This design comes from an exercise in tuning for small area, a short achievable clock period and few clock cycles per item on the open sky130 flow, not from production work. In this exercise RTL edits were held to simulation tests only and were not proved equivalent to the original.

<file path="flow/design.v">
package fau_pkg;
   localparam int OPERAND_BITS_DEF = 16;
   localparam int NUM_W = 34;
   localparam int DEN_W = 31;
   localparam int TYPE_W = 2;
   localparam int RSP_FIELDS_W = NUM_W + DEN_W + 1;
   localparam int RSP_TDATA_W = ((RSP_FIELDS_W + 7) / 8) * 8;
   localparam logic [TYPE_W-1:0] OP_ADD = 2'd0;
   localparam logic [TYPE_W-1:0] OP_SUB = 2'd1;
   localparam logic [TYPE_W-1:0] OP_MUL = 2'd2;
   localparam logic [TYPE_W-1:0] OP_DIV = 2'd3;
endpackage
module fau_mul (
   input  logic        clock,
   input  logic        reset,
   input  logic        req_tvalid,
   output logic        req_tready,
   input  logic [65:0] req_tdata,
   output logic        done,       
   input  logic        take,       
   output logic [32:0] n_out,      
   output logic [30:0] d_out       
);
   localparam logic [1:0] M_IDLE = 2'd0;
   localparam logic [1:0] M_RUN  = 2'd1;
   localparam logic [1:0] M_DONE = 2'd2;
   logic [65:0] in_q;
   logic        vq;
   logic [1:0]  mstate;
   logic [3:0]  cnt;
   logic        rdy_ff;
   logic        sig_q, last_q, b1_q, b2_q, b3_q;
   logic signed [18:0] hn;
   logic [15:0]        ln;
   logic signed [17:0] hd;
   logic [15:0]        ld;
   logic [1:0]  op;
   logic [15:0] an, ad, bn, bd;
   assign op = in_q[1:0];
   assign an = in_q[17:2];
   assign ad = in_q[33:18];
   assign bn = in_q[49:34];
   assign bd = in_q[65:50];
   logic [15:0] m1, m2, m3;
   logic        sub, sigma;
   logic [3:0]  nxt;
   always_comb begin
      m1 = (op == fau_pkg::OP_MUL) ? bn : bd;
      m2 = (op[1] == 1'b0) ? ad : 16'd0;
      m3 = (op == fau_pkg::OP_DIV) ? bn : bd;
      sub = (op == fau_pkg::OP_SUB);
      sigma = (ad[15] ^ m3[15]) && (ad != 16'd0) && (m3 != 16'd0);
      nxt = (mstate == M_RUN) ? cnt + 4'd1 : 4'd0;
   end
   logic        e1, e2, e3;
   logic signed [18:0] a1, a2, hn_sum;
   logic signed [17:0] a3, hd_sum;
   always_comb begin
      e1 = b1_q && (last_q ^ sig_q);
      e2 = b2_q && (last_q ^ sig_q ^ sub);
      e3 = b3_q && (last_q ^ sig_q);
      a1 = b1_q ? (19'(signed'(an)) ^ {19{e1}}) : 19'sd0;
      a2 = b2_q ? (19'(signed'(bn)) ^ {19{e2}}) : 19'sd0;
      a3 = b3_q ? (18'(signed'(ad)) ^ {18{e3}}) : 18'sd0;
      hn_sum = hn + a1 + a2 + 19'(e1) + 19'(e2);
      hd_sum = hd + a3 + 18'(e3);
   end
   assign req_tready = rdy_ff;
   assign done = (mstate == M_DONE);
   assign n_out = {hn[16:0], ln};
   assign d_out = {hd[14:0], ld};
   always_ff @(posedge clock) begin
      in_q <= req_tdata;
      sig_q <= sigma;
      b1_q <= m1[nxt];
      b2_q <= m2[nxt];
      b3_q <= m3[nxt];
      last_q <= (mstate == M_RUN) && (cnt == 4'd14);
      if (reset) begin
         vq <= 1'b0;
         mstate <= M_IDLE;
         cnt <= 4'd0;
         rdy_ff <= 1'b0;
      end else begin
         vq <= req_tvalid && !rdy_ff;
         rdy_ff <= (mstate == M_RUN) && (cnt == 4'd13);
         unique case (mstate)
            M_IDLE: if (vq) mstate <= M_RUN;
            M_RUN: begin
               cnt <= cnt + 4'd1;
               if (last_q) mstate <= M_DONE;
            end
            M_DONE: if (take) mstate <= M_IDLE;
            default: mstate <= M_IDLE;
         endcase
      end
      if (mstate == M_IDLE) begin
         hn <= 19'sd0;
         hd <= 18'sd0;
      end else if (mstate == M_RUN) begin
         hn <= hn_sum >>> 1;
         ln <= {hn_sum[0], ln[15:1]};
         hd <= hd_sum >>> 1;
         ld <= {hd_sum[0], ld[15:1]};
      end
   end
endmodule
module fau_gcd (
   input  logic        clock,
   input  logic        reset,
   input  logic        avail,      
   output logic        take,       
   input  logic [32:0] n_in,       
   input  logic [30:0] d_in,       
   output logic        out_valid,  
   input  logic        out_take,   
   output logic [31:0] g_out,
   output logic [31:0] xn_out,
   output logic [31:0] xd_out,
   output logic        neg_out,
   output logic        nz_out,     
   output logic        dz_out,     
   output logic        g1_out      
);
   localparam logic [1:0] B_IDLE = 2'd0;
   localparam logic [1:0] B_ABS  = 2'd1;
   localparam logic [1:0] B_GCD  = 2'd2;
   localparam logic [1:0] B_HOLD = 2'd3;
   logic [1:0]  bstate;
   logic [32:0] u, v;
   logic [31:0] xn, xd;
   logic        neg;
   function automatic logic [2:0] ctz4(input logic [3:0] y);
      if (y[1]) ctz4 = 3'd1;
      else if (y[2]) ctz4 = 3'd2;
      else if (y[3]) ctz4 = 3'd3;
      else ctz4 = 3'd4;
   endfunction
   logic [32:0] du, dv, x, usrc, vsrc, ush, vsh;
   logic [2:0]  uamt, vamt;
   logic        eq, uz, vz, u_gt, v_gt, fin;
   always_comb begin
      du = u - v;
      dv = v - u;
      x = u ^ v;
      eq = (x == 33'd0);
      uz = (u == 33'd0);
      vz = (v == 33'd0);
      usrc = u[0] ? du : u;
      vsrc = v[0] ? dv : v;
      uamt = ctz4(u[0] ? x[3:0] : u[3:0]);
      vamt = ctz4(v[0] ? x[3:0] : v[3:0]);
      ush = usrc >> uamt;
      vsh = vsrc >> vamt;
      u_gt = !du[32] && !eq;
      v_gt = du[32];
      fin = uz || vz || (u[0] && v[0] && eq);
   end
   assign out_valid = (bstate == B_HOLD) || (bstate == B_GCD && fin);
   assign take = avail && ((bstate == B_IDLE) || (out_valid && out_take));
   assign g_out = u[31:0];
   assign xn_out = xn;
   assign xd_out = xd;
   assign neg_out = neg;
   assign nz_out = uz;
   assign dz_out = vz;
   assign g1_out = (u == 33'd1);
   always_ff @(posedge clock) begin
      if (reset) begin
         bstate <= B_IDLE;
      end else begin
         if (take) begin
            bstate <= B_ABS;
         end else begin
            unique case (bstate)
               B_IDLE: ;
               B_ABS: bstate <= B_GCD;
               B_GCD: if (fin) bstate <= out_take ? B_IDLE : B_HOLD;
               B_HOLD: if (out_take) bstate <= B_IDLE;
               default: bstate <= B_IDLE;
            endcase
         end
      end
      if (take) begin
         u <= n_in;
         v <= 33'd0;
         xd <= {1'b0, d_in};
         neg <= n_in[32];
      end else begin
         unique case (bstate)
            B_ABS: begin
               u <= neg ? dv : u;
               xn <= neg ? dv[31:0] : u[31:0];
               v <= {1'b0, xd};
            end
            B_GCD: begin
               if (!fin) begin
                  if (!u[0] && !v[0]) begin
                     u <= u >> 1;
                     v <= v >> 1;
                     xn <= xn >> 1;
                     xd <= xd >> 1;
                  end else if (!u[0]) begin
                     u <= ush;
                  end else if (!v[0]) begin
                     v <= vsh;
                  end else begin
                     if (u_gt) u <= ush;
                     if (v_gt) v <= vsh;
                  end
               end
            end
            default: ;
         endcase
      end
   end
endmodule
module fau_div (
   input  logic        clock,
   input  logic        reset,
   input  logic        in_valid,
   output logic        in_take,
   input  logic [31:0] g_in,
   input  logic [31:0] xn_in,
   input  logic [31:0] xd_in,
   input  logic        neg_in,
   input  logic        nz_in,
   input  logic        dz_in,
   input  logic        g1_in,
   output logic        rsp_tvalid,
   input  logic        rsp_tready,
   output logic [33:0] res_num,
   output logic [30:0] res_den,
   output logic        zero_den
);
   localparam logic [1:0] C_IDLE = 2'd0;
   localparam logic [1:0] C_PREP = 2'd1;
   localparam logic [1:0] C_DIV  = 2'd2;
   localparam logic [1:0] C_OUT  = 2'd3;
   logic [1:0]  cstate;
   logic [3:0]  cnt;
   logic [31:0] g, g3, qn, qd;
   logic        neg, zd, g1;
   assign in_take = in_valid && (cstate == C_IDLE);
   assign rsp_tvalid = (cstate == C_OUT);
   assign res_num = {neg, neg, qn};
   assign res_den = qd[30:0];
   assign zero_den = zd;
   logic [1:0]  dn, dd;
   logic [31:0] mn, md, subn, subd, min_d;
   logic        prep;
   always_comb begin
      prep = (cstate == C_PREP);
      dn = g[1] ? {qn[1] ^ qn[0], qn[0]} : qn[1:0];
      dd = g[1] ? {qd[1] ^ qd[0], qd[0]} : qd[1:0];
      if (prep) begin
         dn = 2'd1;
         dd = 2'd1;
      end
      unique case (dn)
         2'd0: mn = 32'd0;
         2'd1: mn = g;
         2'd2: mn = {g[30:0], 1'b0};
         default: mn = g3;
      endcase
      unique case (dd)
         2'd0: md = 32'd0;
         2'd1: md = g;
         2'd2: md = {g[30:0], 1'b0};
         default: md = g3;
      endcase
      min_d = prep ? {g[29:0], 2'b00} : qd;
      subn = qn - mn;
      subd = min_d - md;
   end
   always_ff @(posedge clock) begin
      if (reset) begin
         cstate <= C_IDLE;
         cnt <= 4'd0;
      end else begin
         unique case (cstate)
            C_IDLE: if (in_valid) begin
               if (nz_in || dz_in || (g1_in && !neg_in)) cstate <= C_OUT;
               else cstate <= C_PREP;
            end
            C_PREP: cstate <= g1 ? C_OUT : C_DIV;
            C_DIV: begin
               cnt <= cnt + 4'd1;
               if (cnt == 4'd15) cstate <= C_OUT;
            end
            C_OUT: if (rsp_tready) cstate <= C_IDLE;
            default: cstate <= C_IDLE;
         endcase
      end
      unique case (cstate)
         C_IDLE: begin
            g <= g_in;
            g1 <= g1_in;
            zd <= dz_in;
            neg <= neg_in && !nz_in;
            if (nz_in) begin
               qn <= 32'd0;
               qd <= dz_in ? 32'd0 : 32'd1;
            end else if (dz_in) begin
               qn <= neg_in ? 32'hffff_ffff : 32'd1;
               qd <= 32'd0;
            end else begin
               qn <= xn_in;
               qd <= xd_in;
            end
         end
         C_PREP: begin
            g3 <= subd;
            if (neg) qn <= g1 ? ~subn : subn;
         end
         C_DIV: begin
            qn <= {subn[31:2], 2'b00} >> 2 | {dn ^ {2{neg}}, 30'd0};
            qd <= {subd[31:2], 2'b00} >> 2 | {dd, 30'd0};
         end
         default: ;
      endcase
   end
endmodule
module fraction_arithmetic_unit #(
   parameter int OPERAND_BITS = fau_pkg::OPERAND_BITS_DEF
) (
   input  logic clock,
   input  logic reset,
   input  logic req_tvalid,
   output logic req_tready,
   input  logic [((fau_pkg::TYPE_W + 4 * OPERAND_BITS + 7) / 8) * 8 - 1:0] req_tdata,
   output logic rsp_tvalid,
   input  logic rsp_tready,
   output logic [fau_pkg::RSP_TDATA_W-1:0] rsp_tdata
);
   logic        m_done, m_take;
   logic [32:0] n_s;
   logic [30:0] d_m;
   logic        g_valid, g_take;
   logic [31:0] g, xn, xd;
   logic        neg, nz, dz, g1;
   logic [33:0] res_num;
   logic [30:0] res_den;
   logic        zero_den;
   fau_mul u_mul (
      .clock      (clock),
      .reset      (reset),
      .req_tvalid (req_tvalid),
      .req_tready (req_tready),
      .req_tdata  (req_tdata[65:0]),
      .done       (m_done),
      .take       (m_take),
      .n_out      (n_s),
      .d_out      (d_m)
   );
   fau_gcd u_gcd (
      .clock     (clock),
      .reset     (reset),
      .avail     (m_done),
      .take      (m_take),
      .n_in      (n_s),
      .d_in      (d_m),
      .out_valid (g_valid),
      .out_take  (g_take),
      .g_out     (g),
      .xn_out    (xn),
      .xd_out    (xd),
      .neg_out   (neg),
      .nz_out    (nz),
      .dz_out    (dz),
      .g1_out    (g1)
   );
   fau_div u_div (
      .clock      (clock),
      .reset      (reset),
      .in_valid   (g_valid),
      .in_take    (g_take),
      .g_in       (g),
      .xn_in      (xn),
      .xd_in      (xd),
      .neg_in     (neg),
      .nz_in      (nz),
      .dz_in      (dz),
      .g1_in      (g1),
      .rsp_tvalid (rsp_tvalid),
      .rsp_tready (rsp_tready),
      .res_num    (res_num),
      .res_den    (res_den),
      .zero_den   (zero_den)
   );
   assign rsp_tdata = {6'd0, zero_den, res_den, res_num};
endmodule
</file>
<file path="flow/constraint.sdc">
create_clock -name core_clock -period 12.0 [get_ports {clock}]
set_input_delay 2.4000 -clock core_clock [delete_from_list [all_inputs] [get_ports {clock}]]
set_output_delay 2.4000 -clock core_clock [all_outputs]
set_load 0.01 [all_outputs]
</file>
<file path="flow/run.sh">
#!/bin/bash
# synth_recipe.tcl (not shown) runs the flow's synth.tcl, then flattens the netlist and writes it again
# the make line also repeats each setting of config.mk as NAME=value (left out here)
make -C /OpenROAD-flow-scripts/flow DESIGN_CONFIG=/design/flow/config.mk WORK_HOME=/design/flow/orfs CLKGATE_MAP_FILE= SYNTH_SCRIPT=/design/flow/synth_recipe.tcl finish
</file>
<file path="flow/config.mk">
export PLATFORM = sky130hd
export DESIGN_NAME = fraction_arithmetic_unit
export DESIGN_NICKNAME = fraction_arithmetic_unit
export VERILOG_FILES = /design/flow/design.v
export SDC_FILE = /design/flow/constraint.sdc
export NUM_CORES = 4
export LEC_CHECK = 0
export CAP_MARGIN = 20
export CORE_MARGIN = 2
export CORE_UTILIZATION = 40
export SLEW_MARGIN = 20
</file>
==> results of run 1 <==
## stage by stage
step	instance area [sq um]	hold slack (ns)	setup slack [ns]	instances
2_1_floorplan	31800	0.421	6.64	3588
3_3_place_gp	33800	0.430	5.92	4567
3_5_place_dp	33800	0.435	5.93	4567
4_1_cts	35500	0.446	5.90	4656
5_1_grt	35500	0.465	5.43	4656
6_report	35500	0.445	5.81	4657
## state kept, by name, indices dropped and copies added (netlist names), 2 cells and up
name and cells:
u_div.cnt 4, u_div.cstate 2, u_div.g 32, u_div.g3 32, u_div.qd 32, u_div.qn 32
u_gcd.bstate 2, u_gcd.u 33, u_gcd.v 33, u_gcd.xd 31, u_gcd.xn 32, u_mul.cnt 4
u_mul.hd 17, u_mul.hn 18, u_mul.in_q 66, u_mul.ld 16, u_mul.ln 16, u_mul.mstate 2
## critical path, cell delays in order (launching register included)
cell and delay (ns):
edfxtp_1 0.65, nand2_1 0.21, xor2_2 0.18, buf_4 0.24
nor2_1 0.55, buf_4 0.35, mux2i_1 0.09, o21ai_0 0.16
ha_1 0.21, inv_1 0.06, fa_1 0.45, a211oi_1 0.32
o21ai_1 0.16, a21oi_1 0.30, o21ai_1 0.23, a2111oi_0 0.70
o21ai_1 0.23, a31o_2 0.28, a21o_1 0.20, xor2_1 0.14
nand2_1 0.06, o221ai_1 0.11
## Yosys cell counts, types with 12 or more instances
cell,n
dfxtp_1,155
a21oi_1,269
mux4_2,34
clkbuf_1,157
a22oi_1,13
a311oi_1,12
o22ai_1,23
o21a_1,23
fa_1,26
nor2_1,182
nand2_1,457
buf_1,23
or3_1,20
nand3_1,55
mux2_2,39
mux2i_1,85
nor2b_1,25
and2_1,37
nor3_1,94
o21ai_1,29
a221oi_1,30
buf_4,42
o21bai_1,20
o21ai_0,248
xor2_1,96
and3_1,15
o31ai_1,20
nand2b_1,28
nor4_1,30
ha_1,175
a21o_1,76
inv_1,170
buf_2,39
o2111ai_1,12
edfxtp_1,260
a22o_1,48
a222oi_1,30
a211oi_1,66
xnor2_1,141
o221ai_1,32
o211ai_1,34
nand4_1,24
a31oi_1,25
## routing by layer
| metal | global-route usage [%] | wire length, microns | share of wire (%) |
|---|---|---|---|
| met4 | 11.2 | 5070 | 4.5 |
| met5 | 0 | 0 | 0 |
| met3 | 4.39 | 8870 | 7.8 |
| met2 | 43.8 | 52200 | 46 |
| met1 | 35.9 | 47500 | 42 |
## worst min-delay path by stage
stage,startpoint,end,slack [ns],cells past startpoint
2_1_floorplan,u_mul.ln[11]$_DFFE_PP_,u_mul.ln[10]$_DFFE_PP_,0.42,0
3_3_place_gp,u_mul.ld[2]$_DFFE_PP_,u_mul.ld[1]$_DFFE_PP_,0.43,0
3_5_place_dp,u_mul.ld[15]$_DFFE_PP_,u_mul.ld[14]$_DFFE_PP_,0.44,0
4_1_cts,u_mul.ld[15]$_DFFE_PP_,u_mul.ld[14]$_DFFE_PP_,0.45,0
5_1_grt,u_mul.ln[7]$_DFFE_PP_,u_mul.ln[6]$_DFFE_PP_,0.47,0
6_report,u_mul.ld[15]$_DFFE_PP_,u_mul.ld[14]$_DFFE_PP_,0.44,0
## cell families after synthesis
group,count (synthesis),synth area share [%]
compound gates,1117,23.6
xor+xnor,238,6.60
fa+ha+maj,201,8.53
buf+inv,443,6.00
flops,415,34.3
mux,158,6.47
other cells,1,0.0118
simple gates,1010,14.5
## final cells by class
cell class,count,area [sq um]
clock buffer,61,1330
inverter,176,661
tap,1050,1310
fill,7739,43400
multi-input combinational,2730,19100
clock inverter,28,332
sequential,415,10900
antenna,1,2.50
timing repair buffer,196,1810
==> impl_metrics.csv, run 1 <==
group,metric,value,unit
outcome,status,"timing/DRC/antenna clean",
die,die-area,0.0817,sq mm
critical_path,crit_start,"u_div.g[1]$_DFFE_PP_",
cts,htreeDepth,2,
global_routing,grt_remaining_overflow,0,
cts,cts_buffer_depth,3,
place,hpwl,85.7,mm
cts,cts-resized-gates,0,
logic_synthesis,yosysTopAreaCellShare,24.6,%
logic_synthesis,synth_edf_count,260,
sta,tightest_slew,1.11,ns
critical_path,r2r_cells,21,
sta,rsz0062_at_grt,"no",
logic_synthesis,synthCells,3583,
final_layout,fin_util,45.0,%
logic_synthesis,synth_area_leaders,"edfxtp_1 (25%), dfxtp_1 (9.8%), ha_1 (6.9%), nand2_1 (5.4%), a21oi_1 (4.2%)",
logic_synthesis,ys_types,101,
critical_path,worstPathMaxFanout,28,
sta,fin_crit_sh,51.6,%
global_routing,antenna_found_initial,3,
sta,finalCriticalPeriod,6.19,ns
drt,vias,28305,
logic_synthesis,yosysSeqAreaShare,34.3,%
cts,cts_made_buffers,48,
final_layout,area_growth_syn_to_layout,11.7,%
drt,wl_per_cell,24.4,microns
place,portBuffers,137,
final_layout,mostFrequentLayoutCells,"nand2_1 (456), a21oi_1 (269), edfxtp_1 (260)",
cts,cts_root_buf,"clkbuf_16",
cts,clock-sinks,415,
critical_path,startpoint_type,"flop",
sta,skew,0.0291,ns
logic_synthesis,syn_avg_cell_area,8.87,sq um
die,coreArea,0.0789,sq mm
drt,drtIter0Drc,3142,
cts,clk_latency,0.62,ns
logic_synthesis,synth-seq-cells,415,
global_routing,grt_max_degree,82,
critical_path,rrSetupSlack,5.81,ns
global_routing,grt_pass1_wl,169,mm
cts,hold_buffers,0,
sta,drv_slew,0,
die,initial_core_util,40.3,%
cts,postCtsSetupBuffers,0,
critical_path,rr_startpoint,"u_div.g[1]$_DFFE_PP_",
critical_path,arrival,6.51,ns
job,maxCapViolCount,0,
drt,viasPerCell,6.08,
die,die_w,286,microns
sta,clock.fmax,161,MHz
sta,setup_violations,0,
cts,clkTransAtPathRegs,0.07,ns
critical_path,worstSetupPathType,"reg -> reg",
sta,slew_headroom,25.3,%
critical_path,cp-end-kind,"flop",
die,num_io_pins,150,
global_routing,grt_pass1_vias,26318,
critical_path,worstPathRequired,12.32,ns
drt,wl,114,mm
hold_path,min_path_type,"reg -> reg",
final_layout,final_common_cell,"nand2_1",
cts,tritoncts,"yes",
die,placementRows,103,
final_layout,layout-drive-gt1-share,7.65,%
die,dieHeight,286,microns
drt,firstDrtPassIters,7,
logic_synthesis,yosysTopAreaCell,"edfxtp_1",
critical_path,critPathCapture,"u_div.qn[28]$_DFFE_PP_",
place,place_congestion,0.966,
global_routing,gr-usage-all-layers,27.0,%
sta,hold_violations,0,
logic_synthesis,yosysWarnings,3,
logic_synthesis,syn_area,0.0318,sq mm
logic_synthesis,ys_async_sr_fraction,0,%
drt,ant_nets,0,
logic_synthesis,synth_flop_cell,"edfxtp_1",
drt,drc,0,
sta,fin_tns_setup,0,ns
final_layout,final_nets,3844,
critical_path,r2r-end,"u_div.qn[28]$_DFFE_PP_",
Testbench counts, summed over its fixed seeds: cycles 29,014, items 1,280.
==> run 2: changes to the inputs <==
--- a/flow/design.v
+++ b/flow/design.v
@@ -10,6 +10,57 @@
    localparam logic [TYPE_W-1:0] OP_MUL = 2'd2;
    localparam logic [TYPE_W-1:0] OP_DIV = 2'd3;
 endpackage
+module fau_add #(
+   parameter int W = 32,
+   parameter int ARCH = 0
+) (
+   input  logic [W-1:0] a,
+   input  logic [W-1:0] b,
+   input  logic         cin,
+   output logic [W-1:0] s,
+   output logic         cout
+);
+   logic [W-1:0] g0, p0, gg, pp;
+   always_comb begin
+      g0 = a & b;
+      p0 = a ^ b;
+      gg = g0;
+      pp = p0;
+      gg[0] = g0[0] | (p0[0] & cin);
+      if (ARCH == 0) begin
+         for (int d = 1; d < W; d = d * 2) begin
+            for (int i = 2 * d - 1; i < W; i = i + 2 * d) begin
+               gg[i] = gg[i] | (pp[i] & gg[i - d]);
+               pp[i] = pp[i] & pp[i - d];
+            end
+         end
+         for (int d = 2 ** ($clog2(W) - 1); d >= 1; d = d / 2) begin
+            for (int i = 3 * d - 1; i < W; i = i + 2 * d) begin
+               gg[i] = gg[i] | (pp[i] & gg[i - d]);
+               pp[i] = pp[i] & pp[i - d];
+            end
+         end
+      end else if (ARCH == 1) begin
+         for (int d = 1; d < W; d = d * 2) begin
+            for (int i = 0; i < W; i = i + 1) begin
+               if ((i / d) % 2 == 1) begin
+                  gg[i] = gg[i] | (pp[i] & gg[(i / d) * d - 1]);
+                  pp[i] = pp[i] & pp[(i / d) * d - 1];
+               end
+            end
+         end
+      end else begin
+         for (int d = 1; d < W; d = d * 2) begin
+            for (int i = W - 1; i >= d; i = i - 1) begin
+               gg[i] = gg[i] | (pp[i] & gg[i - d]);
+               pp[i] = pp[i] & pp[i - d];
+            end
+         end
+      end
+      s = p0 ^ {gg[W-2:0], cin};
+      cout = gg[W-1];
+   end
+endmodule
 module fau_mul (
    input  logic        clock,
    input  logic        reset,
@@ -29,7 +80,7 @@
    logic [1:0]  mstate;
    logic [3:0]  cnt;
    logic        rdy_ff;
-   logic        sig_q, last_q, b1_q, b2_q, b3_q;
+   logic        b1_q, b2_q, b3_q, e1_q, e2_q, e3_q, last_q;
    logic signed [18:0] hn;
    logic [15:0]        ln;
    logic signed [17:0] hd;
@@ -44,6 +95,7 @@
    logic [15:0] m1, m2, m3;
    logic        sub, sigma;
    logic [3:0]  nxt;
+   logic        last_n, b1_n, b2_n, b3_n;
    always_comb begin
       m1 = (op == fau_pkg::OP_MUL) ? bn : bd;
       m2 = (op[1] == 1'b0) ? ad : 16'd0;
@@ -51,19 +103,29 @@
       sub = (op == fau_pkg::OP_SUB);
       sigma = (ad[15] ^ m3[15]) && (ad != 16'd0) && (m3 != 16'd0);
       nxt = (mstate == M_RUN) ? cnt + 4'd1 : 4'd0;
+      last_n = (mstate == M_RUN) && (cnt == 4'd14);
+      b1_n = m1[nxt];
+      b2_n = m2[nxt];
+      b3_n = m3[nxt];
    end
-   logic        e1, e2, e3;
-   logic signed [18:0] a1, a2, hn_sum;
-   logic signed [17:0] a3, hd_sum;
+   logic signed [18:0] a1, a2, hn_sum, hn_nxt, cs_s, cs_c;
+   logic signed [17:0] a3, hd_sum, hd_nxt;
    always_comb begin
-      e1 = b1_q && (last_q ^ sig_q);
-      e2 = b2_q && (last_q ^ sig_q ^ sub);
-      e3 = b3_q && (last_q ^ sig_q);
-      a1 = b1_q ? (19'(signed'(an)) ^ {19{e1}}) : 19'sd0;
-      a2 = b2_q ? (19'(signed'(bn)) ^ {19{e2}}) : 19'sd0;
-      a3 = b3_q ? (18'(signed'(ad)) ^ {18{e3}}) : 18'sd0;
-      hn_sum = hn + a1 + a2 + 19'(e1) + 19'(e2);
-      hd_sum = hd + a3 + 18'(e3);
+      a1 = b1_q ? (19'(signed'(an)) ^ {19{e1_q}}) : 19'sd0;
+      a2 = b2_q ? (19'(signed'(bn)) ^ {19{e2_q}}) : 19'sd0;
+      a3 = b3_q ? (18'(signed'(ad)) ^ {18{e3_q}}) : 18'sd0;
+      cs_s = hn ^ a1 ^ a2;
+      cs_c = {(hn[17:0] & a1[17:0]) | (hn[17:0] & a2[17:0]) | (a1[17:0] & a2[17:0]), e2_q};
+   end
+   fau_add #(.W(19), .ARCH(1)) u_addn (
+      .a(cs_s), .b(cs_c), .cin(e1_q), .s(hn_sum), .cout()
+   );
+   fau_add #(.W(18), .ARCH(1)) u_addd (
+      .a(hd), .b(a3), .cin(e3_q), .s(hd_sum), .cout()
+   );
+   always_comb begin
+      hn_nxt = hn_sum >>> 1;
+      hd_nxt = hd_sum >>> 1;
    end
    assign req_tready = rdy_ff;
    assign done = (mstate == M_DONE);
@@ -71,11 +133,13 @@
    assign d_out = {hd[14:0], ld};
    always_ff @(posedge clock) begin
       in_q <= req_tdata;
-      sig_q <= sigma;
-      b1_q <= m1[nxt];
-      b2_q <= m2[nxt];
-      b3_q <= m3[nxt];
-      last_q <= (mstate == M_RUN) && (cnt == 4'd14);
+      b1_q <= b1_n;
+      b2_q <= b2_n;
+      b3_q <= b3_n;
+      e1_q <= b1_n && (last_n ^ sigma);
+      e2_q <= b2_n && (last_n ^ sigma ^ sub);
+      e3_q <= b3_n && (last_n ^ sigma);
+      last_q <= last_n;
       if (reset) begin
          vq <= 1'b0;
          mstate <= M_IDLE;
@@ -90,17 +154,17 @@
                cnt <= cnt + 4'd1;
                if (last_q) mstate <= M_DONE;
             end
-            M_DONE: if (take) mstate <= M_IDLE;
+            M_DONE: if (take) mstate <= vq ? M_RUN : M_IDLE;
             default: mstate <= M_IDLE;
          endcase
       end
-      if (mstate == M_IDLE) begin
+      if (mstate == M_IDLE || (mstate == M_DONE && take)) begin
          hn <= 19'sd0;
          hd <= 18'sd0;
       end else if (mstate == M_RUN) begin
-         hn <= hn_sum >>> 1;
+         hn <= hn_nxt;
          ln <= {hn_sum[0], ln[15:1]};
-         hd <= hd_sum >>> 1;
+         hd <= hd_nxt;
          ld <= {hd_sum[0], ld[15:1]};
       end
    end
@@ -130,26 +194,33 @@
    logic [32:0] u, v;
    logic [31:0] xn, xd;
    logic        neg;
-   function automatic logic [2:0] ctz4(input logic [3:0] y);
-      if (y[1]) ctz4 = 3'd1;
-      else if (y[2]) ctz4 = 3'd2;
-      else if (y[3]) ctz4 = 3'd3;
-      else ctz4 = 3'd4;
+   function automatic logic [3:0] ctz8(input logic [7:0] y);
+      if (y[1]) ctz8 = 4'd1;
+      else if (y[2]) ctz8 = 4'd2;
+      else if (y[3]) ctz8 = 4'd3;
+      else if (y[4]) ctz8 = 4'd4;
+      else if (y[5]) ctz8 = 4'd5;
+      else if (y[6]) ctz8 = 4'd6;
+      else if (y[7]) ctz8 = 4'd7;
+      else ctz8 = 4'd8;
    endfunction
-   logic [32:0] du, dv, x, usrc, vsrc, ush, vsh;
-   logic [2:0]  uamt, vamt;
+   logic [32:0] du, dv, sm, x, usrc, vsrc, ush, vsh;
+   logic [3:0]  uamt, vamt;
+   logic        use_sum;
    logic        eq, uz, vz, u_gt, v_gt, fin;
+   fau_add #(.W(33), .ARCH(1)) u_du (.a(u), .b(~v), .cin(1'b1), .s(du), .cout());
+   fau_add #(.W(33), .ARCH(1)) u_dv (.a(v), .b(~u), .cin(1'b1), .s(dv), .cout());
+   fau_add #(.W(33), .ARCH(1)) u_sm (.a(u), .b(v), .cin(1'b0), .s(sm), .cout());
    always_comb begin
-      du = u - v;
-      dv = v - u;
       x = u ^ v;
+      use_sum = x[1];
       eq = (x == 33'd0);
       uz = (u == 33'd0);
       vz = (v == 33'd0);
-      usrc = u[0] ? du : u;
-      vsrc = v[0] ? dv : v;
-      uamt = ctz4(u[0] ? x[3:0] : u[3:0]);
-      vamt = ctz4(v[0] ? x[3:0] : v[3:0]);
+      usrc = !u[0] ? u : (use_sum ? sm : du);
+      vsrc = !v[0] ? v : (use_sum ? sm : dv);
+      uamt = ctz8(usrc[7:0]);
+      vamt = ctz8(vsrc[7:0]);
       ush = usrc >> uamt;
       vsh = vsrc >> vamt;
       u_gt = !du[32] && !eq;
@@ -239,6 +310,8 @@
    localparam logic [1:0] C_OUT  = 2'd3;
    logic [1:0]  cstate;
    logic [3:0]  cnt;
+   logic        prep;
+   logic [1:0]  dn, dd;
    logic [31:0] g, g3, qn, qd;
    logic        neg, zd, g1;
    assign in_take = in_valid && (cstate == C_IDLE);
@@ -246,17 +319,13 @@
    assign res_num = {neg, neg, qn};
    assign res_den = qd[30:0];
    assign zero_den = zd;
-   logic [1:0]  dn, dd;
-   logic [31:0] mn, md, subn, subd, min_d;
-   logic        prep;
+   function automatic logic [1:0] digit(input logic [1:0] r, input logic g1b);
+      digit = g1b ? {r[1] ^ r[0], r[0]} : r;
+   endfunction
+   logic [31:0] mn, md, subn, subd, min_d, qn_fix;
+   fau_add #(.W(32), .ARCH(1)) u_subn (.a(qn), .b(~mn), .cin(1'b1), .s(subn), .cout());
+   fau_add #(.W(32), .ARCH(1)) u_subd (.a(min_d), .b(~md), .cin(1'b1), .s(subd), .cout());
    always_comb begin
-      prep = (cstate == C_PREP);
-      dn = g[1] ? {qn[1] ^ qn[0], qn[0]} : qn[1:0];
-      dd = g[1] ? {qd[1] ^ qd[0], qd[0]} : qd[1:0];
-      if (prep) begin
-         dn = 2'd1;
-         dd = 2'd1;
-      end
       unique case (dn)
          2'd0: mn = 32'd0;
          2'd1: mn = g;
@@ -270,10 +339,10 @@
          default: md = g3;
       endcase
       min_d = prep ? {g[29:0], 2'b00} : qd;
-      subn = qn - mn;
-      subd = min_d - md;
+      qn_fix = neg ? subn : qn;
    end
    always_ff @(posedge clock) begin
+      prep <= 1'b0;
       if (reset) begin
          cstate <= C_IDLE;
          cnt <= 4'd0;
@@ -281,7 +350,10 @@
          unique case (cstate)
             C_IDLE: if (in_valid) begin
                if (nz_in || dz_in || (g1_in && !neg_in)) cstate <= C_OUT;
-               else cstate <= C_PREP;
+               else begin
+                  cstate <= C_PREP;
+                  prep <= 1'b1;
+               end
             end
             C_PREP: cstate <= g1 ? C_OUT : C_DIV;
             C_DIV: begin
@@ -294,6 +366,8 @@
       end
       unique case (cstate)
          C_IDLE: begin
+            dn <= 2'd1;
+            dd <= 2'd1;
             g <= g_in;
             g1 <= g1_in;
             zd <= dz_in;
@@ -312,8 +386,12 @@
          C_PREP: begin
             g3 <= subd;
             if (neg) qn <= g1 ? ~subn : subn;
+            dn <= digit(qn_fix[1:0], g[1]);
+            dd <= digit(qd[1:0], g[1]);
          end
          C_DIV: begin
+            dn <= digit(subn[3:2], g[1]);
+            dd <= digit(subd[3:2], g[1]);
             qn <= {subn[31:2], 2'b00} >> 2 | {dn ^ {2{neg}}, 30'd0};
             qd <= {subd[31:2], 2'b00} >> 2 | {dd, 30'd0};
          end
==> impl_metrics.csv, run 2 <==
group,metric,value,unit
drt,wl,117,mm
cts,cts_buffer_depth,3,
final_layout,antenna_cells_inserted,0,
logic_synthesis,synth_edf_count,264,
sta,finalCriticalPeriod,6.82,ns
logic_synthesis,synthMuxAreaShare,8.44,%
critical_path,path_cells,"inv_1 > ha_4 > buf_4 > nand2b_4 > a221o_1 > nand2b_1 > fa_1 > nor2_1 > nor3_1 > o31ai_1 > nand2b_1 > a21oi_1 > a21o_1 > nand2_1 > o22ai_1 > o32ai_1 > mux2_2 > a221oi_1 > a2111oi_2",
logic_synthesis,syn_avg_cell_area,9.10,sq um
critical_path,arrival,7.30,ns
critical_path,worstPathMaxFanout,36,
drt,viasPerCell,6.03,
sta,setup_violations,0,
final_layout,mostFrequentLayoutCells,"nand2_1 (405), edfxtp_1 (264), a21oi_1 (229)",
logic_synthesis,synthTopCellsByCount,"nand2_1 (406), edfxtp_1 (264), a21oi_1 (230)",
final_layout,largestRegisters,"u_mul.in_q (66), u_gcd.u (33), u_gcd.v (33)",
final_layout,top_register,"u_mul.in_q",
logic_synthesis,yosysTopAreaCellShare,23.4,%
logic_synthesis,syn_area,0.0338,sq mm
sta,clock.fmax,147,MHz
cts,cts_root_buf,"clkbuf_16",
logic_synthesis,ys_types,110,
die,die_w,295,microns
die,initial_core_util,40.4,%
place,hpwl,90.2,mm
final_layout,fillers,8191,
critical_path,worstPathRequired,12.48,ns
logic_synthesis,synth_area_leaders,"edfxtp_1 (23%), dfxtp_1 (9.4%), ha_1 (7.4%), nand2_1 (4.5%), mux2_2 (3.9%)",
place,portBuffers,137,
critical_path,startpoint_type,"flop",
sta,drv_slew,0,
logic_synthesis,synth-seq-cells,422,
sta,fin_crit_sh,56.8,%
logic_synthesis,synth_most_common_cell,"nand2_1",
cts,clock-sinks,422,
global_routing,grt_max_degree,65,
drt,drtIter0Drc,3009,
drt,vias,29329,
final_layout,area_growth_syn_to_layout,11.3,%
logic_synthesis,yosysTopAreaCell,"edfxtp_1",
critical_path,max_stage_delay,0.69,ns
critical_path,slowest_stage,"a21o_1",
logic_synthesis,synthCells,3716,
die,placementRows,106,
place,dp_cells,4774,
cts,cts_made_buffers,50,
logic_synthesis,synthAdderAreaFrac,10.7,%
sta,setup_ws,5.18,ns
sta,hold_ws,0.441,ns
cts,tritoncts,"yes",
sta,hold_violations,0,
global_routing,grt_remaining_overflow,0,
cts,cts-resized-gates,0,
logic_synthesis,synth_flop_cell,"edfxtp_1",
sta,slew_headroom,25.8,%
cts,htreeDepth,2,
drt,drc,0,
final_layout,final_common_cell,"nand2_1",
sta,tightest_slew,1.11,ns
place,dpl_cell_area,0.0359,sq mm
global_routing,grt_pass1_wl,177,mm
logic_synthesis,synth_top_family_by_area,"compound AO/OA/AOI/OAI gates",
logic_synthesis,yosys.area_share.simple,14.0,%
sta,skew,0.0288,ns
job,maxCapViolCount,0,
die,dieHeight,295,microns
place,place_ws,5.34,ns
cts,clk_latency,0.63,ns
critical_path,cpMostUsedCell,"nand2b_1",
final_layout,fin_util,45.0,%
die,die-area,0.0869,sq mm
global_routing,gr-usage-all-layers,26.5,%
sta,rsz0062_at_grt,"no",
sta,fin_tns_setup,0,ns
global_routing,grt_pass1_vias,27937,
cts,hold_buffers,0,
outcome,status,"timing/DRC/antenna clean",
final_layout,fin_cells,4867,
cts,postCtsSetupBuffers,0,
die,num_io_pins,150,
cts,clkTransAtPathRegs,0.06,ns
drt,wl_per_cell,24.1,microns
final_layout,seq_area,0.0111,sq mm
final_layout,stdcell_area,0.0376,sq mm
final_layout,final_nets,4024,
logic_synthesis,synth-compound-area-share,22.4,%
die,coreArea,0.0837,sq mm
critical_path,worstSetupPathType,"reg -> reg",
logic_synthesis,yosysWarnings,7,
critical_path,cp-end-kind,"flop",
logic_synthesis,yosysSeqAreaShare,32.8,%
drt,ant_nets,0,
place,place_congestion,0.980,
drt,firstDrtPassIters,6,
global_routing,antenna_found_initial,1,
hold_path,min_path_type,"reg -> reg",
final_layout,layout-drive-gt1-share,10.1,%
final_layout,multi_input_area,0.0208,sq mm
logic_synthesis,ys_async_sr_fraction,0,%
final_layout,largest_register_ffs,66,
logic_synthesis,synthXorXnorAreaFrac,5.78,%
==> run 2: cell types whose count changed after synthesis, sizes merged, moves of 30 or more <==
cell	change
nand2	-50
o21ai	-86
xnor2	-30
mux2	+78
a22oi	+85
a21oi	-38
==> run 2: critical path: cells and delay by family, from the launching register on <==
kind / cells / cell delay, ns
and+or+nand+nor: 6 / 1.02
adders and majority gates: 2 / 0.94
DFF: 1 / 0.68
buffers and inverters: 2 / 0.66
AOI/OAI and AO/OA: 8 / 3.04
muxes: 1 / 0.31
==> run 2: logic make-up after synthesis <==
| family | count (synthesis) |
|---|---|
| XOR/XNOR | 223 |
| other | 1 |
| adder cells (fa/ha/maj) | 256 |
| AND/OR/NAND/NOR | 1012 |
| AO/OA/AOI/OAI | 1085 |
| flip-flops | 422 |
| multiplexers | 244 |
| buffers and inverters | 473 |
==> run 2: final timing paths <==
check	depth (start not counted)	end	startpoint	slack, ns
max	19	u_gcd.v[28]$_SDFFE_PP0P_	u_gcd.u[1]$_DFFE_PP_	5.18
min	0	u_mul.ld[1]$_DFFE_PP_	u_mul.ld[2]$_DFFE_PP_	0.44
max reg2reg	19	u_gcd.v[28]$_SDFFE_PP0P_	u_gcd.u[1]$_DFFE_PP_	5.18
min reg2reg	0	u_mul.ld[1]$_DFFE_PP_	u_mul.ld[2]$_DFFE_PP_	0.44
==> run 2: per-layer routing <==
layer	track usage, %	vias to the layer above	wire [microns]
li1	-	13631	-
met1	35.6	14268	50200
met2	42.8	1184	53900
met3	3.48	244	7820
met4	11.2	2	5410
met5	0	-	13
==> run 2: layout make-up <==
cell class / count / area share (%)
Clock buffer: 60 / 3.62
Sequential cell: 422 / 29.5
Timing Repair Buffer: 197 / 4.90
Tap cell: 1134 / 3.77
Clock inverter: 33 / 0.888
Inverter: 195 / 1.95
Multi-Input combinational cell: 2826 / 55.4
Testbench counts of run 2, summed over its fixed seeds: cycles 25,383, items 1,280.
==> run 3: changes to the inputs <==
--- a/flow/design.v
+++ b/flow/design.v
@@ -187,7 +187,6 @@
    output logic        g1_out      
 );
    localparam logic [1:0] B_IDLE = 2'd0;
-   localparam logic [1:0] B_ABS  = 2'd1;
    localparam logic [1:0] B_GCD  = 2'd2;
    localparam logic [1:0] B_HOLD = 2'd3;
    logic [1:0]  bstate;
@@ -208,6 +207,9 @@
    logic [3:0]  uamt, vamt;
    logic        use_sum;
    logic        eq, uz, vz, u_gt, v_gt, fin;
+   logic [32:0] n_neg, n_abs;
+   fau_add #(.W(33), .ARCH(1)) u_neg (.a(~n_in), .b(33'd0), .cin(1'b1), .s(n_neg), .cout());
+   assign n_abs = n_in[32] ? n_neg : n_in;
    fau_add #(.W(33), .ARCH(1)) u_du (.a(u), .b(~v), .cin(1'b1), .s(du), .cout());
    fau_add #(.W(33), .ARCH(1)) u_dv (.a(v), .b(~u), .cin(1'b1), .s(dv), .cout());
    fau_add #(.W(33), .ARCH(1)) u_sm (.a(u), .b(v), .cin(1'b0), .s(sm), .cout());
@@ -219,8 +221,8 @@
       vz = (v == 33'd0);
       usrc = !u[0] ? u : (use_sum ? sm : du);
       vsrc = !v[0] ? v : (use_sum ? sm : dv);
-      uamt = ctz8(usrc[7:0]);
-      vamt = ctz8(vsrc[7:0]);
+      uamt = !u[0] ? ctz8(u[7:0]) : (use_sum ? ctz8(~x[7:0]) : ctz8(x[7:0]));
+      vamt = !v[0] ? ctz8(v[7:0]) : (use_sum ? ctz8(~x[7:0]) : ctz8(x[7:0]));
       ush = usrc >> uamt;
       vsh = vsrc >> vamt;
       u_gt = !du[32] && !eq;
@@ -241,11 +243,10 @@
          bstate <= B_IDLE;
       end else begin
          if (take) begin
-            bstate <= B_ABS;
+            bstate <= B_GCD;
          end else begin
             unique case (bstate)
                B_IDLE: ;
-               B_ABS: bstate <= B_GCD;
                B_GCD: if (fin) bstate <= out_take ? B_IDLE : B_HOLD;
                B_HOLD: if (out_take) bstate <= B_IDLE;
                default: bstate <= B_IDLE;
@@ -253,32 +254,26 @@
          end
       end
       if (take) begin
-         u <= n_in;
-         v <= 33'd0;
+         u <= n_abs;
+         v <= {2'b00, d_in};
+         xn <= n_abs[31:0];
          xd <= {1'b0, d_in};
          neg <= n_in[32];
       end else begin
          unique case (bstate)
-            B_ABS: begin
-               u <= neg ? dv : u;
-               xn <= neg ? dv[31:0] : u[31:0];
-               v <= {1'b0, xd};
-            end
             B_GCD: begin
-               if (!fin) begin
-                  if (!u[0] && !v[0]) begin
-                     u <= u >> 1;
-                     v <= v >> 1;
-                     xn <= xn >> 1;
-                     xd <= xd >> 1;
-                  end else if (!u[0]) begin
-                     u <= ush;
-                  end else if (!v[0]) begin
-                     v <= vsh;
-                  end else begin
-                     if (u_gt) u <= ush;
-                     if (v_gt) v <= vsh;
-                  end
+               if (!u[0] && !v[0]) begin
+                  u <= u >> 1;
+                  v <= v >> 1;
+                  xn <= xn >> 1;
+                  xd <= xd >> 1;
+               end else if (!u[0]) begin
+                  u <= ush;
+               end else if (!v[0]) begin
+                  v <= vsh;
+               end else begin
+                  if (u_gt) u <= ush;
+                  if (v_gt) v <= vsh;
                end
             end
             default: ;
@@ -357,8 +352,8 @@
             end
             C_PREP: cstate <= g1 ? C_OUT : C_DIV;
             C_DIV: begin
-               cnt <= cnt + 4'd1;
-               if (cnt == 4'd15) cstate <= C_OUT;
+               cnt <= (cnt == 4'd14) ? 4'd0 : cnt + 4'd1;
+               if (cnt == 4'd14) cstate <= C_OUT;
             end
             C_OUT: if (rsp_tready) cstate <= C_IDLE;
             default: cstate <= C_IDLE;
@@ -392,8 +387,13 @@
          C_DIV: begin
             dn <= digit(subn[3:2], g[1]);
             dd <= digit(subd[3:2], g[1]);
-            qn <= {subn[31:2], 2'b00} >> 2 | {dn ^ {2{neg}}, 30'd0};
-            qd <= {subd[31:2], 2'b00} >> 2 | {dd, 30'd0};
+            if (cnt == 4'd14) begin
+               qn <= {{2{neg}}, dn ^ {2{neg}}, subn[31:4]};
+               qd <= {2'b00, dd, subd[31:4]};
+            end else begin
+               qn <= {dn ^ {2{neg}}, subn[31:2]};
+               qd <= {dd, subd[31:2]};
+            end
          end
          default: ;
       endcase
==> impl_metrics.csv, run 3 <==
group,metric,value,unit
sta,setup_violations,0,
critical_path,crit_family,"simple AND/OR/NAND/NOR gates",
critical_path,worstPathRequired,12.37,ns
final_layout,layout-drive-gt1-share,8.58,%
final_layout,antenna_cells_inserted,0,
logic_synthesis,yosysTopAreaCell,"edfxtp_1",
logic_synthesis,syn_area,0.0339,sq mm
cts,cts_buffer_depth,3,
critical_path,cpMostUsedCell,"buf_4",
sta,rsz0062_at_grt,"no",
global_routing,grt_pass1_vias,27519,
logic_synthesis,yosysSeqAreaShare,33.6,%
sta,fin_tns_setup,0,ns
logic_synthesis,yosysWarnings,7,
global_routing,gr-usage-all-layers,25.8,%
critical_path,worstPathMaxFanout,82,
cts,cts_made_buffers,45,
logic_synthesis,synthTopCellsByCount,"nand2_1 (479), a21oi_1 (315), nor2_1 (299)",
critical_path,max_stage_delay,0.82,ns
hold_path,min_path_type,"reg -> reg",
die,initial_core_util,40.5,%
logic_synthesis,syn_avg_cell_area,8.87,sq um
sta,tightest_slew,1.12,ns
outcome,status,"timing/DRC/antenna clean",
cts,clkTransAtPathRegs,0.07,ns
die,num_io_pins,150,
die,dieHeight,295,microns
cts,postCtsSetupBuffers,0,
drt,wl_per_cell,23.1,microns
die,die-area,0.0872,sq mm
drt,wl,115,mm
final_layout,final_common_cell,"nand2_1",
final_layout,mostFrequentLayoutCells,"nand2_1 (479), a21oi_1 (312), nor2_1 (296)",
critical_path,cp-end-kind,"flop",
final_layout,largest_register_ffs,66,
job,maxCapViolCount,0,
sta,finalCriticalPeriod,6.53,ns
final_layout,top_register,"u_mul.in_q",
final_layout,area_growth_syn_to_layout,10.7,%
drt,vias,29430,
sta,drv_slew,0,
global_routing,antenna_found_initial,1,
critical_path,worstSetupPathType,"reg -> reg",
cts,cts_root_buf,"clkbuf_16",
drt,ant_nets,0,
global_routing,grt_remaining_overflow,0,
cts,hold_buffers,0,
sta,slew_headroom,25.4,%
logic_synthesis,ys_types,98,
critical_path,slowest_stage,"inv_4",
sta,fin_crit_sh,54.4,%
logic_synthesis,ys_async_sr_fraction,0,%
drt,drc,0,
die,placementRows,106,
cts,tritoncts,"yes",
critical_path,path_cells,"nor4_1 > nor3b_1 > and4_1 > nand4_1 > buf_4 > inv_1 > nor2_2 > buf_4 > nand2_1 > a31oi_1 > nand2b_4 > inv_4 > buf_4 > nand2_1 > nand3_1 > o22ai_1 > a21o_1",
drt,viasPerCell,5.93,
critical_path,startpoint_type,"flop",
place,hpwl,87.4,mm
logic_synthesis,synth_flop_cell,"edfxtp_1",
place,place_ws,5.64,ns
final_layout,final_nets,4130,
sta,setup_ws,5.47,ns
place,place_congestion,0.972,
global_routing,grt_max_degree,83,
logic_synthesis,yosysTopAreaCellShare,26.1,%
cts,clock-sinks,422,
final_layout,fin_util,44.8,%
die,coreArea,0.0838,sq mm
cts,clk_latency,0.60,ns
critical_path,path_buf_inv,5,
critical_path,arrival,6.89,ns
sta,hold_violations,0,
logic_synthesis,synth-seq-cells,422,
sta,clock.fmax,153,MHz
global_routing,grt_pass1_wl,173,mm
drt,drtIter0Drc,3076,
logic_synthesis,synth_area_leaders,"edfxtp_1 (26%), dfxtp_1 (7.5%), ha_1 (7.4%), nand2_1 (5.3%), a21oi_1 (4.6%)",
drt,firstDrtPassIters,6,
final_layout,largestRegisters,"u_mul.in_q (66), u_gcd.u (33), u_gcd.v (33)",
die,die_w,295,microns
place,portBuffers,137,
logic_synthesis,synthCells,3827,
cts,htreeDepth,2,
logic_synthesis,synth_edf_count,295,
cts,cts-resized-gates,0,
sta,skew,0.0299,ns
logic_synthesis,synth_most_common_cell,"nand2_1",
[run 3: changes by cell type after synthesis, sizes merged, moves of 30 or more]
cell and delta:
nor2 +87, edfxtp +31, dfxtp -31, a22o -30
a21oi +83, nand2 +72, a22oi -43
[run 3: tightest hold or removal path: stages (launching register included)]
cell     delay [ns]
dfxtp_1        0.31
nand2_1        0.05
a21oi_1        0.05
[run 3: final timing paths]
path,startpoint,endpoint,slack [ns],cells past startpoint
hold / removal,u_mul.hd[15]$_SDFFE_PP0P_,u_mul.hd[15]$_SDFFE_PP0P_,0.47,2
setup reg to reg,u_gcd.v[4]$_DFFE_PP_,u_gcd.u[7]$_DFFE_PP_,5.47,17
hold reg to reg,u_mul.hd[15]$_SDFFE_PP0P_,u_mul.hd[15]$_SDFFE_PP0P_,0.47,2
setup / recovery,u_gcd.v[4]$_DFFE_PP_,u_gcd.u[7]$_DFFE_PP_,5.47,17
[run 3: cell families (layout without fill, tap and decap cells)]
| group | count (synthesis) | after routing | synth area share (%) |
|---|---|---|---|
| AOI/OAI and AO/OA | 1075 | 1075 | 21.2 |
| and+or+nand+nor | 1139 | 1139 | 15.2 |
| adders and majority gates | 255 | 255 | 10.6 |
| xor gates and xnor gates | 226 | 226 | 5.83 |
| buffers and inverters | 485 | 486 | 6.01 |
| other | 1 | 6 | 0.0111 |
| muxes | 224 | 224 | 7.53 |
| DFF | 422 | 422 | 33.6 |
[run 3: area by class of cell]
type | instances | area (sq um)
fillers | 8197 | 46300
multi-input cells | 2925 | 20600
flip-flops and latches | 422 | 11400
repair buffers | 199 | 1860
well taps | 1134 | 1420
clock buffers | 68 | 1330
inverters | 206 | 776
clock inverters | 13 | 136
[run 3: through the flow]
step	hold WS, ns	area [sq um]	std cells
floorplan	0.426	33900	3832
global placement	0.438	36100	4885
detailed placement	0.454	36100	4885
CTS	0.467	37500	4966
global route	0.486	37600	4967
finish	0.469	37600	4967
[run 3: per-layer routing]
metal	GRT usage, %	wire, microns	vias up
met2	42.1	53100	1236
li1	-	-	13795
met1	35.9	50600	14226
met3	3.14	7860	173
met5	0	0	-
met4	7.14	3390	0
Testbench counts of run 3, summed over its fixed seeds: cycles 24,272, items 1,280.
==> run 4: changes to the inputs <==
--- a/flow/design.v
+++ b/flow/design.v
@@ -192,7 +192,7 @@
    logic [1:0]  bstate;
    logic [32:0] u, v;
    logic [31:0] xn, xd;
-   logic        neg;
+   logic        neg, nzf, dzf;
    function automatic logic [3:0] ctz8(input logic [7:0] y);
       if (y[1]) ctz8 = 4'd1;
       else if (y[2]) ctz8 = 4'd2;
@@ -217,8 +217,8 @@
       x = u ^ v;
       use_sum = x[1];
       eq = (x == 33'd0);
-      uz = (u == 33'd0);
-      vz = (v == 33'd0);
+      uz = nzf;
+      vz = dzf;
       usrc = !u[0] ? u : (use_sum ? sm : du);
       vsrc = !v[0] ? v : (use_sum ? sm : dv);
       uamt = !u[0] ? ctz8(u[7:0]) : (use_sum ? ctz8(~x[7:0]) : ctz8(x[7:0]));
@@ -259,6 +259,8 @@
          xn <= n_abs[31:0];
          xd <= {1'b0, d_in};
          neg <= n_in[32];
+         nzf <= (n_in == 33'd0);
+         dzf <= (d_in == 31'd0);
       end else begin
          unique case (bstate)
             B_GCD: begin
==> impl_metrics.csv, run 4 <==
group,metric,value,unit
outcome,status,"timing/DRC/antenna clean",
logic_synthesis,syn_area,0.0353,sq mm
sta,clock.fmax,155,MHz
logic_synthesis,yosysTopAreaCellShare,25.3,%
place,portBuffers,137,
sta,drv_slew,0,
die,num_io_pins,150,
cts,htreeDepth,2,
logic_synthesis,synth_most_common_cell,"nand2_1",
critical_path,worstPathMaxFanout,82,
logic_synthesis,synth_top_family_by_area,"compound AO/OA/AOI/OAI gates",
critical_path,crit_family,"simple AND/OR/NAND/NOR gates",
sta,tightest_slew,1.15,ns
logic_synthesis,synthMuxAreaShare,6.65,%
die,die-area,0.0905,sq mm
place,place_congestion,0.954,
sta,setup_violations,0,
final_layout,largest_register_ffs,66,
cts,clkTransAtPathRegs,0.07,ns
final_layout,fin_cells,5203,
final_layout,stdcell_area,0.0388,sq mm
sta,slew_headroom,22.4,%
logic_synthesis,synth_edf_count,297,
logic_synthesis,ys_types,118,
cts,clock-sinks,424,
global_routing,gr-usage-all-layers,26.0,%
sta,fin_tns_setup,0,ns
drt,wl,121,mm
cts,tritoncts,"yes",
logic_synthesis,synth_area_leaders,"edfxtp_1 (25%), dfxtp_1 (7.2%), ha_1 (7.1%), nand2_1 (5.5%), a21oi_1 (4.2%)",
final_layout,antenna_cells_inserted,0,
logic_synthesis,synth-compound-area-share,22.4,%
final_layout,final_nets,4341,
global_routing,antenna_found_initial,0,
critical_path,startpoint_type,"flop",
place,dp_cells,5115,
drt,ant_nets,0,
drt,viasPerCell,5.94,
logic_synthesis,synthAdderAreaFrac,10.2,%
drt,wl_per_cell,23.2,microns
logic_synthesis,synth-seq-cells,424,
cts,cts-resized-gates,0,
sta,hold_violations,0,
sta,rsz0062_at_grt,"no",
global_routing,grt_pass1_wl,182,mm
critical_path,path_cells,"inv_1 > ha_1 > and4_1 > and3_1 > nand4_1 > nor4_1 > a21boi_0 > inv_1 > o211ai_1 > nand2_1 > nand3_4 > inv_4 > buf_4 > nand2_1 > o2111ai_1 > nand3_1",
logic_synthesis,ys_async_sr_fraction,0,%
sta,finalCriticalPeriod,6.45,ns
drt,drtIter0Drc,3307,
global_routing,grt_remaining_overflow,0,
logic_synthesis,yosysSeqAreaShare,32.5,%
critical_path,worstSetupPathType,"reg -> reg",
cts,cts_root_buf,"clkbuf_16",
critical_path,worstPathRequired,12.33,ns
place,place_ws,5.68,ns
critical_path,path_buf_inv,4,
logic_synthesis,syn_avg_cell_area,8.70,sq um
critical_path,arrival,6.78,ns
critical_path,cp-end-kind,"flop",
drt,firstDrtPassIters,6,
final_layout,top_register,"u_mul.in_q",
final_layout,fillers,8601,
die,placementRows,108,
die,coreArea,0.0870,sq mm
sta,setup_ws,5.55,ns
global_routing,grt_pass1_vias,29067,
cts,cts_buffer_depth,3,
place,dpl_cell_area,0.0373,sq mm
final_layout,area_growth_syn_to_layout,10.2,%
logic_synthesis,synthCells,4055,
die,initial_core_util,40.5,%
final_layout,layout-drive-gt1-share,9.31,%
die,die_w,301,microns
global_routing,grt_max_degree,90,
logic_synthesis,synthXorXnorAreaFrac,5.59,%
drt,vias,30918,
sta,fin_crit_sh,53.7,%
final_layout,final_common_cell,"nand2_1",
cts,clk_latency,0.59,ns
critical_path,max_stage_delay,0.81,ns
logic_synthesis,yosysWarnings,7,
hold_path,min_path_type,"reg -> reg",
logic_synthesis,synthTopCellsByCount,"nand2_1 (521), nor2_1 (302), a21oi_1 (297), edfxtp_1 (297), o21ai_0 (247)",
logic_synthesis,yosysTopAreaCell,"edfxtp_1",
critical_path,slowest_stage,"buf_4",
drt,drc,0,
die,dieHeight,301,microns
cts,hold_buffers,0,
logic_synthesis,yosys.area_share.simple,16.1,%
sta,hold_ws,0.445,ns
sta,skew,0.0218,ns
cts,postCtsSetupBuffers,0,
cts,cts_made_buffers,46,
place,hpwl,91.7,mm
final_layout,mostFrequentLayoutCells,"nand2_1 (521), nor2_1 (297), edfxtp_1 (297)",
logic_synthesis,synth_flop_cell,"edfxtp_1",
job,maxCapViolCount,0,
final_layout,largestRegisters,"u_mul.in_q (66), u_gcd.u (33), u_gcd.v (33)",
[run 4: cell count changes after synthesis, moves of 18 or more]
cell	before	now
nand3_1	52	77
o21ai_0	173	247
o21a_1	48	19
inv_1	202	230
nand2_1	479	521
a21o_1	59	37
o221ai_1	38	19
o211ai_1	44	62
a21oi_1	315	297
buf_2	10	35
mux2i_1	100	78
[run 4: worst reg2reg max path: cells and delay by family, from the launching register on]
family | cells | cell delay, ns
adders and majority gates | 1 | 0.65
AOI/OAI and AO/OA | 3 | 0.72
and+or+nand+nor | 8 | 2.61
buffers and inverters | 4 | 1.70
DFF | 1 | 0.55
[run 4: cells by family after synthesis]
family	Yosys count
simple gates	1238
compound gates	1174
buf+inv	539
flops	424
fa+ha+maj	255
xor+xnor	221
mux	203
other cells	1
[run 4: path summary, 6_finish.rpt]
| path | startpoint | endpoint | slack (ns) | cells past startpoint |
|---|---|---|---|---|
| setup reg to reg | u_gcd.u[25]$_DFFE_PP_ | u_gcd.u[19]$_DFFE_PP_ | 5.55 | 16 |
| setup / recovery | u_gcd.u[25]$_DFFE_PP_ | u_gcd.u[19]$_DFFE_PP_ | 5.55 | 16 |
| hold reg to reg | u_mul.rdy_ff$_SDFF_PP0_ | u_mul.vq$_SDFF_PP0_ | 0.45 | 1 |
| hold / removal | u_mul.rdy_ff$_SDFF_PP0_ | u_mul.vq$_SDFF_PP0_ | 0.45 | 1 |
[run 4: layer usage]
layer / GRT usage, % / part of all wire (%) / up-vias
met5: 0 / 0 / -
met2: 42.5 / 46 / 1289
li1: - / - / 14590
met1: 35.9 / 44 / 14867
met4: 6.87 / 2.7 / 0
met3: 3.72 / 7.5 / 172
[run 4: cell type report]
| type | count | area (sq um) | share of cell area (%) |
|---|---|---|---|
| Timing Repair Buffer | 199 | 1860 | 4.80 |
| Inverter | 242 | 913 | 2.35 |
| Multi-Input combinational cell | 3097 | 21600 | 55.7 |
| Tap cell | 1155 | 1450 | 3.72 |
| Clock buffer | 65 | 1350 | 3.47 |
| Clock inverter | 21 | 169 | 0.435 |
| Sequential cell | 424 | 11500 | 29.5 |
[run 4: stage by stage]
stage	util, %
floorplan	-
global placement	42.8
detailed placement	42.8
CTS	44.6
global route	44.6
finish	44.6
Testbench counts of run 4, summed over its fixed seeds: cycles 24,272, items 1,280.
==> run 5: changes to the inputs <==
--- a/flow/design.v
+++ b/flow/design.v
@@ -229,7 +229,7 @@
       v_gt = du[32];
       fin = uz || vz || (u[0] && v[0] && eq);
    end
-   assign out_valid = (bstate == B_HOLD) || (bstate == B_GCD && fin);
+   assign out_valid = (bstate == B_HOLD);
    assign take = avail && ((bstate == B_IDLE) || (out_valid && out_take));
    assign g_out = u[31:0];
    assign xn_out = xn;
@@ -247,7 +247,7 @@
          end else begin
             unique case (bstate)
                B_IDLE: ;
-               B_GCD: if (fin) bstate <= out_take ? B_IDLE : B_HOLD;
+               B_GCD: if (fin) bstate <= B_HOLD;
                B_HOLD: if (out_take) bstate <= B_IDLE;
                default: bstate <= B_IDLE;
             endcase
==> impl_metrics.csv, run 5 <==
group,metric,value,unit
die,initial_core_util,40.5,%
sta,setup_ws,6.10,ns
final_layout,fin_cells,5107,
die,die_w,298,microns
logic_synthesis,synthCells,3965,
die,die-area,0.0889,sq mm
die,dieHeight,298,microns
logic_synthesis,ys_types,112,
logic_synthesis,yosysWarnings,7,
final_layout,fillers,8425,
place,portBuffers,137,
global_routing,grt_remaining_overflow,0,
sta,finalCriticalPeriod,5.90,ns
critical_path,worstPathRequired,12.29,ns
cts,cts_root_buf,"clkbuf_16",
final_layout,multi_input_area,0.0212,sq mm
logic_synthesis,syn_area,0.0346,sq mm
cts,cts_made_buffers,45,
logic_synthesis,synth_edf_count,297,
drt,firstDrtPassIters,6,
logic_synthesis,yosysSeqAreaShare,33.1,%
critical_path,worstPathMaxFanout,60,
logic_synthesis,synth-seq-cells,424,
logic_synthesis,yosysTopAreaCell,"edfxtp_1",
final_layout,layout-drive-gt1-share,8.66,%
final_layout,final_nets,4262,
critical_path,crit_start,"u_gcd.v[0]$_DFFE_PP_",
logic_synthesis,ys_async_sr_fraction,0,%
global_routing,antenna_found_initial,1,
place,place_congestion,0.965,
cts,clkTransAtPathRegs,0.06,ns
place,place_ws,6.23,ns
place,dpl_cell_area,0.0367,sq mm
cts,tritoncts,"yes",
cts,postCtsSetupBuffers,0,
drt,wl_per_cell,23.3,microns
cts,htreeDepth,2,
cts,clock-sinks,424,
drt,ant_nets,0,
global_routing,gr-usage-all-layers,25.9,%
drt,wl,119,mm
sta,setup_violations,0,
sta,skew,0.0217,ns
job,maxCapViolCount,0,
die,coreArea,0.0854,sq mm
global_routing,grt_pass1_wl,180,mm
die,num_io_pins,150,
sta,slew_headroom,32.0,%
critical_path,cp-end-kind,"flop",
hold_path,min_from,"u_mul.hd[15]$_SDFFE_PP0P_",
logic_synthesis,yosysTopAreaCellShare,25.8,%
cts,cts_buffer_depth,3,
hold_path,min_path_type,"reg -> reg",
final_layout,stdcell_area,0.0382,sq mm
cts,cts-resized-gates,0,
final_layout,top_register,"u_mul.in_q",
critical_path,arrival,6.18,ns
sta,hold_violations,0,
sta,hold_ws,0.459,ns
logic_synthesis,synth_most_common_cell,"nand2_1",
final_layout,largestRegisters,"u_mul.in_q (66), u_gcd.u (33), u_gcd.v (33)",
logic_synthesis,synth_flop_cell,"edfxtp_1",
sta,fin_crit_sh,49.1,%
cts,clk_latency,0.56,ns
outcome,status,"timing/DRC/antenna clean",
critical_path,startpoint_type,"flop",
place,hpwl,90.5,mm
sta,rsz0062_at_grt,"no",
final_layout,seq_area,0.0115,sq mm
drt,viasPerCell,6.02,
sta,fin_tns_setup,0,ns
critical_path,r2r_cells,16,
die,placementRows,107,
global_routing,grt_pass1_vias,28723,
final_layout,mostFrequentLayoutCells,"nand2_1 (478), a21oi_1 (326), nor2_1 (317)",
cts,hold_buffers,0,
critical_path,rr_startpoint,"u_gcd.v[0]$_DFFE_PP_",
drt,drtIter0Drc,3325,
final_layout,final_common_cell,"nand2_1",
sta,clock.fmax,170,MHz
logic_synthesis,synthTopCellsByCount,"nand2_1 (479), a21oi_1 (327), nor2_1 (319)",
logic_synthesis,syn_avg_cell_area,8.73,sq um
critical_path,rrSetupSlack,6.10,ns
drt,drc,0,
hold_path,whs_path_depth,2,
logic_synthesis,synth_area_leaders,"edfxtp_1 (26%), dfxtp_1 (7.3%), ha_1 (7.2%), nand2_1 (5.2%), a21oi_1 (4.7%)",
sta,tightest_slew,1.02,ns
drt,vias,30736,
place,dp_cells,5027,
sta,drv_slew,0,
final_layout,area_growth_syn_to_layout,10.3,%
global_routing,grt_max_degree,67,
critical_path,worstSetupPathType,"reg -> reg",
final_layout,largest_register_ffs,66,
[run 5: stage by stage]
stage | utilization [%]
CTS | 44.7
detailed placement | 43.0
floorplan | -
finish | 44.7
global route | 44.7
global placement | 43.0
[run 5: cells by family (layout without fill, tap and decap cells)]
family | count (synthesis) | in the layout | share of synthesized area (%)
other cells | 1 | 7 | 0.0108
mux | 188 | 188 | 6.32
compound gates | 1154 | 1154 | 22.3
flops | 424 | 424 | 33.1
buf+inv | 493 | 485 | 5.94
simple gates | 1225 | 1225 | 16.2
fa+ha+maj | 255 | 255 | 10.4
xor+xnor | 225 | 225 | 5.69
[run 5: final cells by class]
| type | instances | area share (%) |
|---|---|---|
| multi-input combinational | 3053 | 55.6 |
| sequential | 424 | 30.0 |
| tap | 1144 | 3.75 |
| inverter | 209 | 2.05 |
| clock buffer | 62 | 3.33 |
| clock inverter | 16 | 0.370 |
| antenna | 1 | 0.00655 |
| timing repair buffer | 198 | 4.84 |
[run 5: final timing paths]
| kind | endpoint |
|---|---|
| worst max-delay path | u_gcd.u[11]$_DFFE_PP_ |
| worst min-delay path | u_mul.hd[15]$_SDFFE_PP0P_ |
| worst max register to register | u_gcd.u[11]$_DFFE_PP_ |
| worst min register to register | u_mul.hd[15]$_SDFFE_PP0P_ |
[run 5: worst max-delay path, cell delays in order, from the launching register on]
cell and delay, ns:
edfxtp_1 0.32, buf_4 0.60, ha_1 0.62, nand2b_2 0.15, a221oi_2 0.64, o2111a_2 0.36, or2_1 0.39, nor2_1 0.13
fa_1 0.52, nand2_1 0.06, and3_1 0.21, a21oi_1 0.16, o221ai_1 0.24, o21ai_0 0.59, mux2i_1 0.20, a221oi_1 0.29
o21ai_0 0.11
[run 5: per-layer routing]
metal	track usage, %	part of all wire [%]	vias up
met5	0	0	-
met2	41.8	46	1330
met4	8.71	3.7	0
met3	3.24	7.1	225
met1	35.8	43	14850
li1	-	-	14331
Testbench counts of run 5, summed over its fixed seeds: cycles 25,160, items 1,280.

==> separate check: timing with driven ports <==
The results above use ideal ports. As a check the final layouts listed here were re-extracted and re-timed, cells and wires unchanged. Step 1, drivers: a clkbuf_16 drives clock and a buf_2 each remaining input, both assumed. Step 2 adds t to the input delays and takes it off the output delays; t is the mean of the earliest and latest rising clock arrival at the registers after step 1. Input paths then give back, and output paths get back, about the clock's delay inside the block. Three values: ideal ports, drivers, drivers and shift; two values: the first two.
| run | t, ns | slack for setup (ns) | hold slack, ns | worst register clock-pin slew, ns | pins driven straight from the clock port |
|---|---|---|---|---|---|
| run 1 | 0.674 | 5.806 / 5.806 / 5.806 | 0.445 / 0.445 / 0.445 | 0.07 / 0.07 | 1 |
| run 2 | 0.686 | 5.179 / 5.179 / 5.179 | 0.441 / 0.441 / 0.441 | 0.08 / 0.08 | 1 |
| run 3 | 0.647 | 5.472 / 5.472 / 5.472 | 0.469 / 0.469 / 0.469 | 0.07 / 0.07 | 1 |
| run 4 | 0.642 | 5.551 / 5.551 / 5.551 | 0.445 / 0.445 / 0.445 | 0.07 / 0.07 | 1 |
| run 5 | 0.618 | 6.103 / 6.103 / 6.103 | 0.459 / 0.459 / 0.459 | 0.07 / 0.07 | 1 |
After both steps setup and hold are still met in every run listed.
